From an optimization exercise on the open Yosys and OpenROAD flow, aimed at small area; shortcuts taken in it are not production practice.
Where RTL was checked, it was by simulation tests only, not by an equivalence proof against the original.
Only the layout flow was run in run 4; the RTL was not checked for function there.
Power figures rest on the tool's default switching activity, not on a simulated workload.

### flow/config.mk
export PLATFORM = sky130hd
export DESIGN_NAME = rl_lj_force_accumulator
export DESIGN_NICKNAME = rl_lj_force_accumulator
export VERILOG_FILES = /design/flow/design.v
export SDC_FILE = /design/flow/constraint.sdc
export NUM_CORES = 4
export LEC_CHECK = 0
export CAP_MARGIN = 20
export CORE_MARGIN = 2
export CORE_UTILIZATION = 60
export CTS_BUF_LIST = sky130_fd_sc_hd__clkbuf_4
export CTS_CLUSTER_DIAMETER = 50
export CTS_CLUSTER_SIZE = 8
export SLEW_MARGIN = 20
### flow/constraint.sdc
create_clock -name core_clock -period 7.0 [get_ports {clk}]
set_input_delay 1.4000 -clock core_clock [delete_from_list [all_inputs] [get_ports {clk}]]
set_output_delay 1.4000 -clock core_clock [all_outputs]
set_load 0.01 [all_outputs]
### flow/design.v
`timescale 1ns/1ps
module rl_lj_force_accumulator #(
  parameter int DATA_WIDTH              = 32,
  parameter int REF_PARTICLE_NUM        = 100,
  parameter int REF_RAM_ADDR_WIDTH      = 7,
  parameter int NEIGHBOR_PARTICLE_NUM   = 100,
  parameter int NEIGHBOR_RAM_ADDR_WIDTH = 7,
  parameter int ACC_WIDTH               = 48,
  parameter int FRAC_BITS               = 24
) (
  input  logic                          clk,
  input  logic                          rst,
  input  logic                          start,
  input  logic                          force_valid,
  input  logic [DATA_WIDTH-1:0]         force_x,
  input  logic [DATA_WIDTH-1:0]         force_y,
  input  logic [DATA_WIDTH-1:0]         force_z,
  input  logic                          pipeline_done,
  output logic [ACC_WIDTH-1:0]          acc_x,
  output logic [ACC_WIDTH-1:0]          acc_y,
  output logic [ACC_WIDTH-1:0]          acc_z,
  output logic [REF_RAM_ADDR_WIDTH-1:0] acc_addr,
  output logic                          acc_wren,
  output logic                          overflow,
  output logic                          count_error,
  output logic                          done
);
  localparam logic [NEIGHBOR_RAM_ADDR_WIDTH-1:0] NBR_LAST =
    NEIGHBOR_RAM_ADDR_WIDTH'(NEIGHBOR_PARTICLE_NUM - 1);
  localparam logic [REF_RAM_ADDR_WIDTH-1:0] REF_LAST =
    REF_RAM_ADDR_WIDTH'(REF_PARTICLE_NUM - 1);
  logic                               run_r;
  logic [NEIGHBOR_RAM_ADDR_WIDTH-1:0] nbr_r;
  logic [REF_RAM_ADDR_WIDTH-1:0]      wref_r;
  logic                               v_r, chk_r, first, last;
  logic                               wren_r, ovf_r, cerr_r, done_r;
  logic                               accept, early, nbr_last;
  logic [2:0]                         sat_c, sum_o;
  logic [ACC_WIDTH-1:0]               clamped [3];
  assign accept   = run_r & force_valid & ~pipeline_done;
  assign early    = run_r & pipeline_done;
  assign nbr_last = (nbr_r == NBR_LAST);
  assign first    = v_r & (nbr_r == NEIGHBOR_RAM_ADDR_WIDTH'(1));
  assign last     = v_r & (nbr_r == '0);
  lj_axis u_x (.clk, .accept, .first(first), .f(force_x), .sat(sat_c[0]),
               .out_of_range(sum_o[0]), .acc(clamped[0]));
  lj_axis u_y (.clk, .accept, .first(first), .f(force_y), .sat(sat_c[1]),
               .out_of_range(sum_o[1]), .acc(clamped[1]));
  lj_axis u_z (.clk, .accept, .first(first), .f(force_z), .sat(sat_c[2]),
               .out_of_range(sum_o[2]), .acc(clamped[2]));
  always_ff @(posedge clk) begin
    if (rst || start) begin
      run_r   <= !rst;
      nbr_r   <= '0;
      wref_r  <= '0;
      v_r     <= 1'b0;
      chk_r   <= 1'b0;
      wren_r  <= 1'b0;
      ovf_r   <= 1'b0;
      cerr_r  <= 1'b0;
      done_r  <= 1'b0;
    end else begin
      v_r     <= accept;
      chk_r   <= v_r & ~early;
      wren_r  <= last & ~early;
      ovf_r   <= overflow | (v_r & ~early & (|sat_c));
      cerr_r  <= cerr_r | early;
      done_r  <= early | (wren_r & (wref_r == REF_LAST));
      wref_r  <= wref_r + REF_RAM_ADDR_WIDTH'(wren_r);
      if (early) begin
        run_r <= 1'b0;
      end else if (accept) begin
        if (nbr_last) begin
          nbr_r <= '0;
          if (wref_r == REF_LAST) run_r <= 1'b0;
        end else begin
          nbr_r <= nbr_r + 1'b1;
        end
      end
    end
  end
  assign acc_x       = clamped[0];
  assign acc_y       = clamped[1];
  assign acc_z       = clamped[2];
  assign acc_addr    = wref_r;
  assign acc_wren    = wren_r;
  assign overflow    = ovf_r | (chk_r & (|sum_o));
  assign count_error = cerr_r;
  assign done        = done_r;
endmodule
module lj_axis (
  input  logic        clk,
  input  logic        accept,         
  input  logic        first,          
  input  logic [31:0] f,
  output logic        sat,            
  output logic        out_of_range,   
  output logic [47:0] acc             
);
  logic [7:0]  e;
  logic [5:0]  r_in, r_r;
  logic        s_r;
  logic [22:0] m_r;
  logic [47:0] wide;
  logic [48:0] a_r, base, t, sum;
  logic        pos, neg;
  assign e = f[30:23];
  always_comb begin
    if (!accept || e <= 8'd102) r_in = 6'd47;
    else if (e >= 8'd150)       r_in = 6'd63;
    else                        r_in = 6'(8'd149 - e);
  end
  always_ff @(posedge clk) begin
    r_r <= r_in;
    s_r <= f[31];
    m_r <= f[22:0];
  end
  assign sat  = r_r[5] & r_r[4];
  assign wide = {1'b0, 1'b1, m_r, 23'd0} >> r_r;
  assign t    = {s_r, s_r, wide[46:0] ^ {47{s_r ^ sat}}};
  assign pos = ~a_r[48] & a_r[47];
  assign neg = a_r[48] & (~a_r[47] | (a_r[46:0] == 47'd0));
  assign out_of_range = pos | neg;
  assign acc  = pos ? {1'b0, {47{1'b1}}} : neg ? {1'b1, {46{1'b0}}, 1'b1} : a_r[47:0];
  assign base = first ? 49'd0 : {acc[47], acc};
  lj_add #(.N(49)) u_add (.a(base), .b(t), .cin(s_r), .s(sum));
  always_ff @(posedge clk) a_r <= sum;
endmodule
module lj_add #(parameter int N = 49) (
  input  logic [N-1:0] a,
  input  logic [N-1:0] b,
  input  logic         cin,
  output logic [N-1:0] s
);
  localparam int M = N + 1;
  localparam int L = 6;   
  logic [M-1:0] g, p;
  logic [M-1:0] gg [0:2*L];
  logic [M-1:0] pp [0:2*L];
  always_comb begin
    g = {a & b, cin};
    p = {a ^ b, 1'b0};
    gg[0] = g;
    pp[0] = p;
    for (int l = 0; l < L; l++) begin
      gg[l+1] = gg[l];
      pp[l+1] = pp[l];
      for (int i = 0; i < M; i++)
        if (((i + 1) % (2 << l)) == 0) begin
          gg[l+1][i] = gg[l][i] | (pp[l][i] & gg[l][i - (1 << l)]);
          pp[l+1][i] = pp[l][i] & pp[l][i - (1 << l)];
        end
    end
    for (int l = L - 2; l >= 0; l--) begin
      gg[2*L-1-l] = gg[2*L-2-l];
      pp[2*L-1-l] = pp[2*L-2-l];
      for (int i = 0; i < M; i++)
        if (((i + 1) % (2 << l)) == (1 << l) && i >= (2 << l)) begin
          gg[2*L-1-l][i] = gg[2*L-2-l][i] | (pp[2*L-2-l][i] & gg[2*L-2-l][i - (1 << l)]);
          pp[2*L-1-l][i] = pp[2*L-2-l][i] & pp[2*L-2-l][i - (1 << l)];
        end
    end
    for (int i = 0; i < N; i++) s[i] = p[i+1] ^ gg[2*L-1][i];
  end
endmodule
### flow/flow/run.sh
#!/bin/bash
# The standard layout (standard.sh) with these changes:
#  * synthesis maps the logic with an area-oriented ABC script (flow/area.abc)
#    and without ORFS's adder-cell extraction (flow/synth.tcl);
#  * the port buffers use the smallest buffer cell, sky130_fd_sc_hd__buf_1;
#  * clock tree synthesis uses clkbuf_4 with small sink clusters and no dummy loads.
# The make run's full output goes to its own log file in the work folder.
set -euo pipefail
export MY_ABC_SCRIPT="$PWD/flow/area.abc"
bash standard.sh "SYNTH_SCRIPT=$PWD/flow/synth.tcl" \
  "BUFFER_PORTS_ARGS=-buffer_cell sky130_fd_sc_hd__buf_1" \
  "CTS_ARGS=-sink_clustering_enable -repair_clock_nets -sink_clustering_size 8 -sink_clustering_max_diameter 50 -buf_list sky130_fd_sc_hd__clkbuf_4 -dont_use_dummy_load" \
  finish > make_finish.log 2>&1
### flow/flow/area.abc
strash
dch -f
amap
topo
stime -c
buffer -c
upsize -c
dnsize -c
### flow/flow/synth.tcl
# The standard synthesis script (synth_recipe.tcl) with two changes:
#  * Yosys's abc call uses the area-oriented ABC script in MY_ABC_SCRIPT instead of
#    ORFS's speed script;
#  * ORFS's extract_fa step (full/half-adder cell extraction) is skipped, so ABC maps
#    the adder logic together with the rest.
proc synth {args} { yosys synth -nofsm -noshare {*}$args }
proc abc {args} {
  set i [lsearch -exact $args -script]
  if { $i >= 0 } { set args [lreplace $args $i [expr {$i + 1}] -script $::env(MY_ABC_SCRIPT)] }
  yosys abc {*}$args
}
proc extract_fa {args} { puts "extract_fa skipped" }
source $::env(SCRIPTS_DIR)/synth.tcl
# left out here: clear keep_hierarchy, flatten, clean up, hide names made inside functions, write 1_2_yosys.v
### flow/standard.sh
#!/bin/bash
# synth_recipe.tcl (not shown) runs the flow's synth.tcl, then flattens the netlist and writes it again
# the make line also repeats each setting of config.mk as NAME=value (left out here)
make -C /OpenROAD-flow-scripts/flow DESIGN_CONFIG=/design/flow/config.mk WORK_HOME=/design/flow/orfs CLKGATE_MAP_FILE= SYNTH_SCRIPT=/design/flow/synth_recipe.tcl "${@:-finish}"
==> flow_summary.yaml, run 1 <==
route:
  highest_layer: "met4"
  met2_wirelength_um: 25600
  wl_met3_um: 5010
  first_iter_violations: 2100
  viasPerCell: 6.12
  first_pass_iters: 6
  wl_met1_um: 25500
  num_vias: 20800
  drc: 0
  ant_nets: 0
  totalWireLength_um: 59000
  wl_per_cell_um: 17.4
critical_path:
  path_class: "register to register"
  cp-end-kind: "register"
  cp.arrival_ps: 6750
  crit_top_cell: "o21ai_0"
  reg2reg_from: "u_z.r_r[1]"
  critPathMaxFanout: 26
  required_ps: 7590
  r2r_setup_slack_ps: 830
  crit_path_cell_trace: "clkinv_1 > o22a_1 > o22a_1 > o21ai_0 > o22ai_1 > nor2_1 > a21oi_1 > o21ai_0 > o21ai_0 > nand2_1 > o221ai_1 > a31oi_1 > inv_1 > a311oi_2 > nor4_2 > nor3_2 > o31a_1 > o41ai_2 > a31oi_1 > o21ai_0 > nand2_1 > o21ai_0"
  cp_slowest_cell: "dfxtp_1"
  critPathTopFamily: "compound AO/OA/AOI/OAI gates"
  worstSetupStartpoint: "u_z.r_r[1]"
  slowest_delay_ps: 810
  cp-start-kind: "register"
  path_buf_inv: 2
timing:
  rsz0062_at_grt: "no"
  finalHoldViolCount: 0
  finalCriticalPeriod_ps: 6170
  skew_ps: 92.8
  slew_headroom_pct: 29.5
  max_clock_freq_ghz: 0.162
  hold_slack_ps: 462
  finalMaxSlewViolations: 0
  tightest_slew_ps: 1050
  setup_tns_ps: 0
  finalSetupViolations: 0
  fin_crit_sh_pct: 88.1
hold_path:
  hold_path.class: "register to register"
  hold_start: "nbr_r[0]"
synthesis:
  synthArstFlopShare_pct: 0
  syn_area_um2: 18600
  ys_warn_count: 6
  synth_seq_cells: 258
  ys_seq_area_share_pct: 27.8
  syn_area_per_cell_um2: 6.56
  synth-main-ff-cell: "dfxtp_1"
  synth-edff-count: 1
  synth_cells: 2832
  synth_nets: 2933
  netlist-cell-type-count: 64
placed_design:
  dp_hpwl_um: 44900
  routabilityCongestion: 1.00
  placed_area_um2: 19600
  place_inst: 3349
  port_buffers: 255
grt:
  grt_pass1_wl_um: 93200
  grt_usage_pct: 34.7
  grt_pass1_vias: 18600
  antenna_found_initial: 4
  overflow: 0
  grt_max_degree: 145
floorplanning:
  die_w_um: 180
  die_h_um: 180
  start_util_pct: 60.9
  num_io_pins: 256
  coreArea_um2: 30500
  rows: 64
  dieArea_um2: 32400
clock_tree:
  cts_inserted_buffers: 41
  root_buffer: "clkbuf_4"
  htreeDepth: 2
  clk_latency_ps: 750
  cts_tree: "built"
  cts_buffer_depth: 3
  hold_buffers: 0
  post_cts_buffers: 0
  clock_sinks: 258
  path_clk_slew_ps: 90
  cts_resized: 0
cells_and_area:
  synthToLayoutAreaGrowth_pct: 7.35
  nFillCells: 2803
  final_cells: 3396
  fin_nets: 3097
  layout-drive-gt1-share_pct: 4.58
  stdcell_area_um2: 20000
power:
  p_leak_nw: 7.55
  p_per_area_nw_per_um2: 478
  vdd_drop_max_v: 0.000360
job:
  maxCapViolCount: 0
outcome:
  status: "no timing/DRC/antenna violations"
path summary, 6_finish.rpt:
check	endpoint	cells past startpoint
max	u_z.a_r[46]	22
min	wren_r	1
max reg2reg	u_z.a_r[46]	22
min reg2reg	wren_r	1
placed cells by master (no fill, tap or decap), types with 93 or more instances in the layout:
cell type  netlist  layout
buf_1           12     255
nor2b_1         93      93
nor2_1         368     367
o22ai_1        167     167
inv_1          227     227
dfxtp_1        257     257
o22a_1         183     183
o21ai_0        397     397
nand2_1        353     353
a21oi_1        208     205
through the flow:
step           total power [mW]  setup slack (ps)  util [%]
2_1_floorplan              6.87              2310         -
3_3_place_gp               8.42              1160      64.3
3_5_place_dp               8.57               946      64.3
4_1_cts                    9.40               926      65.4
5_1_grt                    10.4              91.8      65.4
6_report                   9.53               832      65.4
sequential cells by signal (all words and copies together), names as in the netlist, 6 cells and up:
signal and flops:
nbr_r 7, u_x.a_r 49, u_x.m_r 23, u_x.r_r 6
u_y.a_r 49, u_y.m_r 23, u_y.r_r 6, u_z.a_r 49
u_z.m_r 23, u_z.r_r 6, wref_r 7
area by class of cell:
cell class | instances | area [µm²] | area share (%)
inverter | 244 | 916 | 4.59
sequential | 258 | 5170 | 25.9
antenna | 6 | 15.0 | 0.0752
timing repair buffer | 280 | 1160 | 5.80
tap | 396 | 495 | 2.48
clock buffer | 41 | 308 | 1.54
multi-input combinational | 2171 | 11900 | 59.6
routing by layer:
metal,GRT usage (%),up-vias
met2,54.9,901
met3,6.48,180
met5,0,-
li1,-,10500
met1,45.5,9200
met4,16.8,0
where the power goes:
part / internal, mW / total (mW) / switching (mW)
Clock: 0.268 / 0.808 / 0.539
Sequential: 2.01 / 2.20 / 0.192
Combinational: 2.21 / 6.52 / 4.31
Total: 4.49 / 9.53 / 5.04
kinds of logic (layout without fill, tap and decap cells):
family | count (synthesis) | in the layout | share of synthesized area [%]
AO/OA/AOI/OAI | 1198 | 1198 | 40.7
buffers and inverters | 403 | 565 | 8.31
flip-flops | 258 | 258 | 27.8
other | 0 | 6 | 0
AND/OR/NAND/NOR | 973 | 973 | 23.1
synthesized netlist by cell type, types with 4 or more instances:
cell type	number	share of area, %
o22a_1	183	8.6
nor2_2	5	0.17
inv_2	5	0.10
o221a_2	6	0.36
or3_1	12	0.40
o221ai_1	10	0.47
nand2_1	353	7.1
o21ai_1	28	0.75
nor4_2	4	0.27
nand4_1	24	0.81
a32oi_1	9	0.42
clkinv_1	12	0.24
buf_2	19	0.51
o31ai_1	11	0.44
o22ai_1	167	5.6
nor2b_1	93	3.1
inv_1	227	4.6
o21a_1	70	2.8
nand2b_1	6	0.20
nor3_1	35	0.94
dfxtp_1	257	28
or2_2	28	0.94
or4_1	6	0.24
buf_1	12	0.24
a31oi_1	49	1.6
nor2_1	368	7.4
clkbuf_1	126	2.5
o32ai_1	24	1.1
nor4_1	10	0.34
o21ai_0	397	11
a21oi_1	208	5.6
nand3_1	13	0.35
a211oi_1	8	0.32
==> inputs of run 2 (changes only) <==
==> flow/flow/area.abc (replaced) <==
strash
dch -f
amap
strash
dch -f
amap -F 4 -A 8
topo
stime -c
buffer -c
upsize -c
dnsize -c
==> run 2 against run 1 <==
Hold slack lost 21 ps. Still clean on timing, DRC and antenna. Register-to-register slack worse by 570 ps. Core utilization up 2.1 points. First-iteration DRC count shrank 6.8%. Clock-buffer cell count increased by 1. Highest routed layer unchanged.
==> flow_summary.yaml, run 2 <==
floorplanning:
  die_h_um: 178
  die_w_um: 178
  rows: 63
  num_io_pins: 256
  dieArea_um2: 31800
  coreArea_um2: 29800
  start_util_pct: 61.1
placed_design:
  dp_hpwl_um: 44900
  port_buffers: 255
  place_ws_ps: 172
  routabilityCongestion: 0.994
  place_inst: 3343
timing:
  setup_slack_ps: 265
  hold_slack_ps: 441
  finalMaxSlewViolations: 0
  finalHoldViolCount: 0
  skew_ps: 58.1
  tightest_slew_ps: 1050
  max_clock_freq_ghz: 0.148
  finalSetupViolations: 0
  finalCriticalPeriod_ps: 6740
  fin_crit_sh_pct: 96.2
  slew_headroom_pct: 29.9
synthesis:
  synth_seq_cells: 258
  ys_warn_count: 6
  synth_cells: 2801
  synth-edff-count: 1
  synth-main-ff-cell: "dfxtp_1"
  synthArstFlopShare_pct: 0
  syn_area_um2: 18200
  syn_area_per_cell_um2: 6.50
  synth_common_cells: "nor2_1, o21ai_0, a21oi_1"
  ys_top_cells_by_area: "dfxtp_1, o21ai_0, nor2_1, a21oi_1, o22a_1"
  synth.most_common_cell: "nor2_1"
  synth_top_cell_area_share_pct: 28.2
  yosysTopAreaCell: "dfxtp_1"
  ys_seq_area_share_pct: 28.4
  netlist-cell-type-count: 69
  synth_nets: 2902
route:
  drc: 0
  first_iter_violations: 1958
  totalWireLength_um: 58800
  num_vias: 21000
  ant_nets: 0
  viasPerCell: 6.16
  wl_per_cell_um: 17.3
  first_pass_iters: 8
clock_tree:
  clk_latency_ps: 730
  root_buffer: "clkbuf_4"
  hold_buffers: 0
  cts_inserted_buffers: 42
  clock_sinks: 258
  cts_buffer_depth: 3
  htreeDepth: 2
  cts_tree: "built"
  path_clk_slew_ps: 90
cells_and_area:
  layout-drive-gt1-share_pct: 7.14
  mostFrequentLayoutCell: "nor2_1"
  fin_nets: 3115
  multiInputGateArea_um2: 11700
  final_cell_mix: "nor2_1, o21ai_0, a21oi_1, dfxtp_1, buf_1"
  final_cells: 3404
  nFillCells: 2694
  seq_area_um2: 5170
  largestRegisters: "u_x.a_r: 49 flops, u_y.a_r: 49 flops, u_z.a_r: 49 flops"
  synthToLayoutAreaGrowth_pct: 10.4
grt:
  grtUsageMet2_pct: 57.9
  grt_use_met3_pct: 5.18
  grt_pass1_vias: 18600
  grt_max_degree: 84
  overflow: 0
  grt_busiest_layer: "met2"
  antenna_found_initial: 2
  grtUsageMet1_pct: 45.6
  grt_pass1_wl_um: 90500
  grt_usage_pct: 35.1
critical_path:
  cp-start-kind: "register"
  cp_slowest_cell: "or4_4"
  crit_top_cell: "nor3_2"
  cp.arrival_ps: 7340
  slowest_delay_ps: 550
  required_ps: 7600
  cp-end-kind: "register"
  path_class: "register to register"
  worstSetupStartpoint: "u_y.a_r[31]"
  critPathMaxFanout: 4
  reg2reg_from: "u_y.a_r[31]"
power:
  p_leak_nw: 7.95
  vdd_drop_max_v: 0.000406
  p_per_area_nw_per_um2: 478
  p_total_mw: 9.61
hold_path:
  hold_path.class: "register to register"
  hold_start: "nbr_r[0]"
outcome:
  status: "no timing/DRC/antenna violations"
job:
  maxCapViolCount: 0
## run 2: logic make-up after synthesis
logic type | after synthesis | share of synthesized area (%)
AOI/OAI and AO/OA | 1185 | 39.8
and+or+nand+nor | 965 | 23.6
DFF | 258 | 28.4
buffers and inverters | 393 | 8.17
## run 2: metal layers
metal / up-vias / wire, µm
li1: 10400 / -
met1: 9383 / 24100
met2: 977 / 27000
met3: 175 / 5190
met4: 0 / 2470
met5: - / 0
## run 2: power by group
group | switching, mW | leakage, nW | internal, mW
clock | 0.526 | 0.193 | 0.274
sequential | 0.205 | 2.17 | 2.01
combinational | 4.33 | 5.59 | 2.27
total | 5.06 | 7.95 | 4.55
## run 2: path summary, 6_finish.rpt
kind	to	slack [ps]	depth (start not counted)
hold reg to reg	wren_r	440	1
setup reg to reg	u_y.a_r[47]	260	33
hold / removal	wren_r	440	1
setup / recovery	u_y.a_r[47]	260	33
## run 2: what timing repair did
| action | 4_1_cts | 5_1_grt |
|---|---|---|
| setup buffers | 0 | 16 |
| resized for setup | 0 | 33 |
| endpoints found under the setup margin | 0 | 22 |
## run 2: stage by stage
step / setup TNS [ps] / util [%] / cell area, µm²
after floorplan: 0 / - / 18200
after global placement: 0 / 65.5 / 19500
after detailed placement: 0 / 65.5 / 19500
after CTS: 0 / 66.5 / 19800
after global routing: -440 / 67.5 / 20100
final: 0 / 67.5 / 20100
## run 2: final cells by class
class	count	share of cell area [%]
sequential	258	25.7
clock buffer	42	1.57
tap	390	2.43
inverter	240	4.52
antenna	2	0.0249
timing repair inverter	1	0.0373
timing repair buffer	321	7.35
multi-input combinational	2150	58.3
## run 2: worst max-delay path: cells and delay by family, from the launching register on
family | cells | cell delay [ps]
simple gates | 19 | 3440
compound gates | 12 | 2720
flops | 1 | 310
buf+inv | 2 | 120
==> inputs of run 3 (changes only) <==
==> flow/flow/area.abc (replaced) <==
strash
dch -f
amap
strash
dch -f
amap
topo
stime -c
buffer -c
upsize -c
dnsize -c
==> run 3 against run 2 <==
Setup slack better by 300 ps. Via count is 2.0% lower. Wire length decreased by 1.7%. Still clean on timing, DRC and antenna. Flip-flop and latch count unchanged. Highest routed layer unchanged. Combinational power decreased by 3.0%. Cell area down 1.0%.
==> flow_summary.yaml, run 3 <==
floorplanning:
  num_io_pins: 256
  rows: 64
  coreArea_um2: 30400
  die_h_um: 180
  die_w_um: 180
  start_util_pct: 60.8
  dieArea_um2: 32200
cells_and_area:
  layout-drive-gt1-share_pct: 6.52
  largestRegisters: "u_x.a_r: 49 flops, u_y.a_r: 49 flops, u_z.a_r: 49 flops"
  synthToLayoutAreaGrowth_pct: 7.65
  mostFrequentLayoutCell: "nor2_1"
  fin_nets: 3061
  final_cell_mix: "nor2_1, o21ai_0, nand2_1, dfxtp_1, buf_1"
power:
  vdd_drop_max_v: 0.000305
  p_switching_mw: 4.95
  p_seq_share_pct: 23.4
  p_int_mw: 4.45
  clockPowerShare_pct: 8.6
  combPwrFrac_pct: 68.0
  switching_share_pct: 52.7
  p_leak_nw: 7.52
  p_total_mw: 9.40
  p_per_area_nw_per_um2: 472
critical_path:
  path_class: "register to register"
  critPathMaxFanout: 14
  critPathTopFamily: "simple AND/OR/NAND/NOR gates"
  cp_slowest_cell: "or4_1"
  slowest_delay_ps: 530
  crit_top_cell: "nor3_1"
  reg2reg_depth: 32
  reg2reg_from: "u_y.a_r[31]"
  cp-start-kind: "register"
  cp-end-kind: "register"
  r2r_setup_slack_ps: 570
  path_buf_inv: 3
  cp.arrival_ps: 7100
  required_ps: 7660
  r2r-end: "u_y.a_r[47]"
synthesis:
  ys_top_cells_by_area: "dfxtp_1, o21ai_0, nor2_1, o22a_1, a21oi_1"
  synth_nets: 2880
  ys_warn_count: 6
  synth_top_cell_area_share_pct: 27.8
  synth_cells: 2779
  synth-main-ff-cell: "dfxtp_1"
  synth_seq_cells: 258
  synth.most_common_cell: "nor2_1"
  syn_area_per_cell_um2: 6.65
  synth_common_cells: "nor2_1, o21ai_0, nand2_1"
  netlist-cell-type-count: 76
  synth-edff-count: 1
  yosysTopAreaCell: "dfxtp_1"
  synthArstFlopShare_pct: 0
  syn_area_um2: 18500
  ys_seq_area_share_pct: 28.0
clock_tree:
  path_clk_slew_ps: 90
  cts_inserted_buffers: 42
  cts_tree: "built"
  cts_buffer_depth: 3
  root_buffer: "clkbuf_4"
  clk_latency_ps: 740
  htreeDepth: 2
  hold_buffers: 0
  clock_sinks: 258
route:
  first_pass_iters: 6
  wl_per_cell_um: 17.2
  totalWireLength_um: 57800
  ant_nets: 0
  drc: 0
  num_vias: 20500
  viasPerCell: 6.12
  first_iter_violations: 2028
timing:
  finalSetupViolations: 0
  setup_slack_ps: 567
  fin_crit_sh_pct: 91.9
  skew_ps: 86.2
  finalMaxSlewViolations: 0
  max_clock_freq_ghz: 0.155
  rsz0062_at_grt: "no"
  setup_tns_ps: 0
  finalHoldViolCount: 0
  tightest_slew_ps: 991
  hold_slack_ps: 427
  finalCriticalPeriod_ps: 6430
  slew_headroom_pct: 33.7
placed_design:
  routabilityCongestion: 0.972
  place_ws_ps: 722
  port_buffers: 255
  dp_hpwl_um: 44500
hold_path:
  worst_hold_path.endpoint: "wren_r"
  hold_start: "nbr_r[0]"
  min_path_cells: 1
  hold_path.class: "register to register"
grt:
  grt_usage_pct: 34.3
  grt_pass1_wl_um: 92700
  grt_pass1_vias: 18500
  overflow: 0
  antenna_found_initial: 3
  grt_max_degree: 59
outcome:
  status: "no timing/DRC/antenna violations"
job:
  maxCapViolCount: 0
==> run 3: cell types whose count changed in the layout (fill, tap and decap cells not counted), sizes merged, moves of 18 or more <==
cell | before | now
o221ai | 11 | 29
o21ai | 359 | 399
nand2 | 238 | 279
o22a | 128 | 162
buf | 321 | 291
o21a | 24 | 58
a21oi | 342 | 223
nor2 | 458 | 415
inv | 232 | 210
nor2b | 57 | 79
a22oi | 24 | 3
or3 | 14 | 33
nand2b | 40 | 5
==> run 3: power groups by stage <==
stage | Combinational [mW] | Sequential, mW | Clock (mW)
after floorplan | 4.60 | 2.17 | 0
after global placement | 6.04 | 2.21 | 0
after detailed placement | 6.22 | 2.23 | 0
after CTS | 6.27 | 2.19 | 0.827
after global routing | 7.11 | 2.24 | 0.877
final | 6.39 | 2.20 | 0.804
==> run 3: per-layer routing <==
metal  global-route usage (%)  vias to the layer above  wire length [µm]
met1                     45.5                     9154             24800
li1                         -                    10400                 -
met2                     55.6                      898             25700
met3                     5.51                      142              5010
met5                        0                        -                 0
met4                     14.2                        0              2420
==> run 3: cell type report <==
cell class | count | area, µm²
timing repair buffer | 291 | 1240
multi-input combinational | 2151 | 11800
fill | 2793 | 10500
clock buffer | 42 | 315
sequential | 258 | 5170
antenna | 3 | 7.51
inverter | 216 | 823
tap | 396 | 495
==> run 3: stage by stage <==
step                cell area [µm²]  std cells  util, %
floorplan                     18500       2779        -
CTS                           19900       3354     65.4
detailed placement            19600       3312     64.3
global route                  19900       3355     65.4
finish                        19900       3357     65.4
global placement              19600       3312     64.3
==> run 3: kinds of logic after synthesis <==
group | count (synthesis) | synth area share (%)
and+or+nand+nor | 1015 | 25.2
DFF | 258 | 28.0
buffers and inverters | 370 | 8.10
AOI/OAI and AO/OA | 1136 | 38.7
==> run 3: worst max path at each step <==
stage	cells after the start	endpoint	start
finish	32	u_y.a_r[47]	u_y.a_r[31]
global route	32	u_z.a_r[48]	u_z.r_r[0]
CTS	36	u_x.a_r[47]	u_x.r_r[0]
detailed placement	34	u_x.a_r[47]	u_x.r_r[0]
global placement	36	u_x.a_r[47]	u_x.r_r[0]
floorplan	35	u_x.a_r[47]	u_x.r_r[0]
==> run 3: repair_timing <==
action | in CTS | in global routing
setup buffers | 0 | 0
setup endpoints to repair | 0 | 1
hold endpoints to repair | 0 | 0
gates resized for setup | 0 | 1
==> inputs of run 4 (changes only) <==
--- a/flow/design.v
+++ b/flow/design.v
@@ -123,7 +123,15 @@
   assign out_of_range = pos | neg;
   assign acc  = pos ? {1'b0, {47{1'b1}}} : neg ? {1'b1, {46{1'b0}}, 1'b1} : a_r[47:0];
   assign base = first ? 49'd0 : {acc[47], acc};
-  lj_add #(.N(49)) u_add (.a(base), .b(t), .cin(s_r), .s(sum));
+  logic [4:0] rc;
+  always_comb begin
+    rc[0] = s_r;
+    for (int i = 0; i < 4; i++) begin
+      sum[i] = base[i] ^ t[i] ^ rc[i];
+      rc[i+1] = (base[i] & t[i]) | (rc[i] & (base[i] ^ t[i]));
+    end
+  end
+  lj_add #(.N(45)) u_add (.a(base[48:4]), .b(t[48:4]), .cin(rc[4]), .s(sum[48:4]));
   always_ff @(posedge clk) a_r <= sum;
 endmodule
 module lj_add #(parameter int N = 49) (
==> run 4 against run 3 <==
Still clean on timing, DRC and antenna. Hold slack better by 15 ps. Core utilization is 0.43 points lower. Via count is 1.9% lower. Wire length is 1.4% lower. Setup slack better by 250 ps. Sequential power hardly changed. Cell count is 0.24% lower.
==> flow_summary.yaml, run 4 <==
cells_and_area:
  seq_area_um2: 5170
  multiInputGateArea_um2: 11900
  mostFrequentLayoutCell: "nor2_1"
  layout-drive-gt1-share_pct: 8.27
  largestRegisters: "u_x.a_r: 49 flops, u_y.a_r: 49 flops, u_z.a_r: 49 flops"
  fin_nets: 3055
  synthToLayoutAreaGrowth_pct: 6.51
  nFillCells: 2879
  final_cell_mix: "nor2_1, o21ai_0, dfxtp_1, buf_1, nand2_1"
route:
  drc: 0
  wl_per_cell_um: 17.0
  ant_nets: 0
  totalWireLength_um: 57100
  num_vias: 20200
  viasPerCell: 6.02
  first_pass_iters: 6
  first_iter_violations: 1595
hold_path:
  worst_hold_path.endpoint: "wren_r"
  hold_path.class: "register to register"
  hold_start: "nbr_r[0]"
  min_path_cells: 1
grt:
  grtUsageMet1_pct: 43.1
  antenna_found_initial: 1
  grtUsageMet2_pct: 54.0
  grt_pass1_vias: 18000
  grt_use_met3_pct: 5.74
  grt_max_degree: 97
  grt_usage_pct: 33.3
  grt_busiest_layer: "met2"
  overflow: 0
  grt_pass1_wl_um: 89400
placed_design:
  dp_hpwl_um: 43900
  place_ws_ps: 858
  port_buffers: 255
  routabilityCongestion: 0.979
timing:
  max_clock_freq_ghz: 0.162
  finalHoldViolCount: 0
  tightest_slew_ps: 1010
  skew_ps: 139
  finalSetupViolations: 0
  finalCriticalPeriod_ps: 6180
  fin_crit_sh_pct: 88.3
  setup_tns_ps: 0
  slew_headroom_pct: 32.3
  finalMaxSlewViolations: 0
  hold_slack_ps: 442
  rsz0062_at_grt: "no"
  setup_slack_ps: 821
synthesis:
  synth-xor-area-share_pct: 0
  ys_top_cells_by_area: "dfxtp_1, o21ai_0, nor2_1, o22a_1, a21oi_1"
  synth_nets: 2888
  ys_seq_area_share_pct: 27.7
  synth_seq_cells: 258
  synthSimpleGateAreaFrac_pct: 25.0
  synthMuxAreaShare_pct: 0
  syn_area_per_cell_um2: 6.71
  synth_top_family_by_area: "compound AO/OA/AOI/OAI gates"
  synth-main-ff-cell: "dfxtp_1"
  synth.most_common_cell: "nor2_1"
  synthArstFlopShare_pct: 0
  netlist-cell-type-count: 78
  syn_area_um2: 18700
  ys_warn_count: 6
  synth-compound-area-share_pct: 38.3
  yosysTopAreaCell: "dfxtp_1"
  synth_common_cells: "nor2_1, o21ai_0, dfxtp_1"
  synth_cells: 2787
  synth_fa_ha_area_share_pct: 0
  synth-edff-count: 1
  synth_top_cell_area_share_pct: 27.5
power:
  p_int_mw: 4.43
  switching_share_pct: 52.5
  p_per_area_nw_per_um2: 469
  clockPowerShare_pct: 8.4
  p_switching_mw: 4.91
  p_seq_share_pct: 23.7
  vdd_drop_max_v: 0.000375
  combPwrFrac_pct: 67.9
  p_leak_nw: 7.57
  p_total_mw: 9.34
outcome:
  status: "no timing/DRC/antenna violations"
critical_path:
  reg2reg_from: "u_y.r_r[1]"
  reg2reg_depth: 34
  cp.arrival_ps: 6820
  r2r-end: "u_y.a_r[46]"
  critPathMaxFanout: 31
  cp-start-kind: "register"
  path_class: "register to register"
  cp-end-kind: "register"
  slowest_delay_ps: 790
  cp_slowest_cell: "dfxtp_1"
  required_ps: 7640
  r2r_setup_slack_ps: 820
clock_tree:
  post_cts_buffers: 0
  root_buffer: "clkbuf_4"
  path_clk_slew_ps: 90
  hold_buffers: 0
  cts_buffer_depth: 3
  htreeDepth: 2
  cts_inserted_buffers: 41
  cts_resized: 0
  cts_tree: "built"
  clk_latency_ps: 760
  clock_sinks: 258
floorplanning:
  die_w_um: 181
  die_h_um: 181
  rows: 64
  coreArea_um2: 30700
  dieArea_um2: 32600
  num_io_pins: 256
  start_util_pct: 61.0
job:
  maxCapViolCount: 0
[run 4: cell types whose count changed in the layout (fill, tap and decap cells not counted), sizes merged, moves of 14 or more]
cell   before  now
a21oi     223  255
inv       210  230
nand2     279  250
nor2      415  439
nor2b      79   65
o21ai     399  382
[run 4: per-stage QoR]
step / instance area [µm²] / util (%) / cells
floorplan: 18700 / - / 2787
global placement: 19600 / 64.0 / 3307
detailed placement: 19600 / 64.0 / 3307
CTS: 19900 / 65.0 / 3348
global route: 19900 / 65.0 / 3349
finish: 19900 / 65.0 / 3349
[run 4: layout make-up]
class,count,share of cell area [%]
Inverter,236,4.51
Multi-Input combinational cell,2136,59.6
Sequential cell,258,26.0
Clock buffer,41,1.54
Antenna cell,1,0.0126
Timing Repair Buffer,281,5.85
Tap cell,396,2.49
[run 4: routing by layer]
metal  wire length, µm  vias to the layer above
met5                 0                        -
met4              2690                        0
met3              4340                      148
met2             25400                      782
met1             24700                     8914
li1                  -                    10300
[run 4: kinds of logic after synthesis]
group,count (synthesis)
AOI/OAI and AO/OA,1131
and+or+nand+nor,1005
buffers and inverters,393
DFF,258
[run 4: how the worst max path moves through the flow]
stage / from / end / slack (ps)
after global placement: u_y.r_r[1] / u_y.a_r[46] / 1010
final: u_y.r_r[1] / u_y.a_r[46] / 820
after CTS: u_z.r_r[2] / u_z.a_r[47] / 880
after global routing: u_x.r_r[1] / u_x.a_r[46] / 120
after detailed placement: u_y.r_r[1] / u_y.a_r[46] / 860
after floorplan: u_x.a_r[6] / u_x.a_r[46] / 2090
[run 4: power groups by stage]
stage | Combinational (mW) | Clock (mW) | Sequential, mW
floorplan | 4.61 | 0 | 2.17
global placement | 6.04 | 0 | 2.23
detailed placement | 6.18 | 0 | 2.24
CTS | 6.23 | 0.809 | 2.21
finish | 6.34 | 0.786 | 2.22
global route | 7.06 | 0.861 | 2.26
[run 4: critical path, delay by kind of cell (launching register included)]
kind,cells,cell delay (ps)
and+or+nand+nor,12,1490
DFF,1,790
buffers and inverters,4,590
AOI/OAI and AO/OA,18,3290

==> port drivers added, routing unchanged <==
How much do the figures lean on ideal ports? The routed layouts below were timed once more, with nothing changed but the port constraints. Step 1 sets driving cells, clkbuf_16 on the clock port and buf_2 on the other inputs (assumed; they add their load-dependent delay and slew). Step 2 times the ports against the registers' clock, not the clock port: input delays grow and output delays shrink by t, the midpoint of the rising clock arrivals with the driver on. a / b / c = no drivers / after step 1 / after step 2; a / b = the first two.
run | t (ns) | slack for setup (ns) | worst setup path after step 2
run 1 | 0.750 | 0.832 / 0.832 / 0.832 | register to register
run 2 | 0.747 | 0.265 / 0.265 / 0.265 | register to register
run 3 | 0.752 | 0.567 / 0.567 / 0.567 | register to register
run 4 | 0.737 | 0.821 / 0.821 / 0.821 | register to register
After both steps every run listed still meets setup and hold.
